This is an optimization exercise on Yosys and OpenROAD, whose aim is small area, a short achievable clock period and few clock cycles, not a production implementation.
Function was checked by simulation only, so behaviour that the tests miss may differ from the original.
No activity file was given, so power comes from the tool's default toggle rates.

== north ==
==> flow/design.v (excerpt) <==
module ascii_integer_parser (
	input  logic                     clk,
	input  logic                     arst_n,
	input  logic                     item_valid,
	output logic                     item_stall,
	input  logic [8:0]               item,
	output logic                     result_valid,
	input  logic                     result_stall,
	output logic [79:0]              result,
	input  logic                     cfg_we,
	input  logic                     cfg_index,
	input  logic [4:0]               cfg_data
);
	logic [4:0]  base_sel_q;
	logic        sgn_q;
	always_ff @(posedge clk or negedge arst_n) begin
		if (!arst_n) begin
			base_sel_q <= aip_pkg::BASE_AUTO;
			sgn_q <= 1'b1;
		end else if (cfg_we) begin
			if (cfg_index) sgn_q <= cfg_data[0];
			else base_sel_q <= cfg_data;
		end
	end
	logic        ph_prefix, ph_zero, ph_auto0, ph_auto0x, ph_digits;
	logic        neg;
	logic [4:0]  base;
	logic        hex;
  ...
Size in the first run: about 1,100 cells after synthesis, roughly 120 flip-flops, roughly 100 I/O pins, ~11,000 sq um of cells after synthesis.
Settings: LEC_CHECK=0, CAP_MARGIN=20, CORE_MARGIN=2, CORE_UTILIZATION=50, SETUP_SLACK_MARGIN=4.6, SLEW_MARGIN=20; clock period 9.0 ns.
standard.sh (not shown) runs the stock make flow with config.mk's settings and CLKGATE_MAP_FILE= SYNTH_SCRIPT=/design/flow/synth_recipe.tcl, a recipe that flattens the netlist after the stock synthesis.
==> flow/flow/run.sh <==
#!/bin/bash
# The standard layout, with plain buf_1 cells as the port buffers instead of the
# delay buffers buffer_ports picks by default.
set -euo pipefail
bash standard.sh "BUFFER_PORTS_ARGS=-buffer_cell sky130_fd_sc_hd__buf_1" finish > make_finish.log 2>&1
Testbench counts of north, summed over its fixed seeds: cycles 48,268.
Modified inputs, south compared to north
- swapping 50 for 40 in CORE_UTILIZATION
- putting CTS_CLUSTER_SIZE at 20 where nothing was set
- putting CTS_BUF_LIST at sky130_fd_sc_hd__clkbuf_8 where nothing was set
- putting CTS_CLUSTER_DIAMETER at 50 where nothing was set
- swapping 4.6 for 4.5 in SETUP_SLACK_MARGIN
Register-to-register slack across north and south: no real change. [compare] base=north new=south: critical path required time fell by 1.96 ns; sequential share of layout area rose by 0.55 points; critical path depth fell by 12; count of pins over their slew limit stayed essentially flat. south vs. north: area overhead of the layout relative to synthesis went down by 2.4 points.
The following lists how east was set up differently from south:
- swapping 40 for 50 in CORE_UTILIZATION
==> notes.md <==
- Lower post-route clock skew goes to east over south.
- Compared with south, east shows a higher aggregate global-route resource usage.
- Re data arrival time at the worst-slack endpoint: south was lower than east.
- Multi-input combinational cell count: east vs south identical
- Compared with south, east shows a higher share of final-layout standard cells stronger than drive strength 1.
- Power share of the sequential group in east is 0.3 points below south.
- Summary — power, east relative to south: higher, by 0.078 mW.
- Portion of the clock cycle consumed by the worst path in the final layout: east < south
- Share of total power in the clock network for east is higher than for south.
- Re shortest period the worst path allows: south was higher than east.
[inputs] west vs east
- changing CORE_UTILIZATION from 50 to 40
- changing CTS_CLUSTER_DIAMETER from 50 to 70
- changing CTS_CLUSTER_SIZE from 20 to 28
### Flow results
- Relative to east, the first-pass GRT wire length measured on west has decreased slightly.
- west did not stop at any stage, and its layout met the timing, DRC and antenna checks.
- Taking west as 1.0, east lands at 0.79 on placeable core region.
- Comparing west with east, the total grt overflow came out essentially unchanged.
- Compared to east, west has buffer share of cell area 0.44 points lower.
- Delta (west minus east): final-layout worst hold slack +0.0034 ns; clock skew +0.0049 ns.
- Relative contribution of the clock network to total power: lower on west
- Compared with east, in west overall track demand over capacity in global routing decreased 5.1 points; sequential share of layout area has decreased; final area has increased.
### west -> middle
- changing CTS_CLUSTER_DIAMETER from 70 to 50
- changing CORE_UTILIZATION from 40 to 65
- changing CTS_CLUSTER_SIZE from 28 to 20
Notes after the runs:
Looking at west and middle, the power attributed to sequential cells is a wash.
Changes observed in middle relative to west: via count has increased, area growth from synthesis to layout has increased, wire length has remained practically unchanged, final cell count has decreased, final worst-path cycle share has increased.
Arrival time of data at the critical path endpoint in middle is 2.06 ns above west.
The standard cell with the maximum stage delay on the critical path comes out fa_1 in one run and nand3_4 in the other, namely in middle and west respectively.

-- separate check: timing with driven ports --
How much do the figures lean on ideal ports? The routed layouts below were timed once more, with nothing changed but the port constraints. Step 1, drivers: a clkbuf_16 drives clk and a buf_2 each remaining input, both assumed. Step 2 moves the port delays by t, midway between the first and last clock arrival at a register: inputs arrive t later, outputs are due t later. That takes back most of the time a late clock gives input paths. Three values: ideal, step 1, step 2; two values: the first two.
run	t (ns)	setup WS [ns]	hold WS [ns]	worst setup path after step 2	worst register clock-pin slew, ns
north	0.465	4.684 / 4.659 / 4.537	0.505 / 0.505 / 0.505	input to register	0.07 / 0.07
south	0.493	4.622 / 4.580 / 4.407	0.476 / 0.476 / 0.476	input to register	0.09 / 0.09
east	0.487	4.692 / 4.692 / 4.273	0.473 / 0.473 / 0.473	input to register	0.10 / 0.10
west	0.493	4.622 / 4.580 / 4.407	0.476 / 0.476 / 0.476	input to register	0.09 / 0.09
middle	0.488	4.559 / 4.559 / 4.371	0.475 / 0.475 / 0.475	input to register	0.08 / 0.08
After both steps every run listed still meets setup and hold. For east, which loses most, drivers alone change the setup slack by 0.000 ns; drivers and shift together by -0.419 ns.
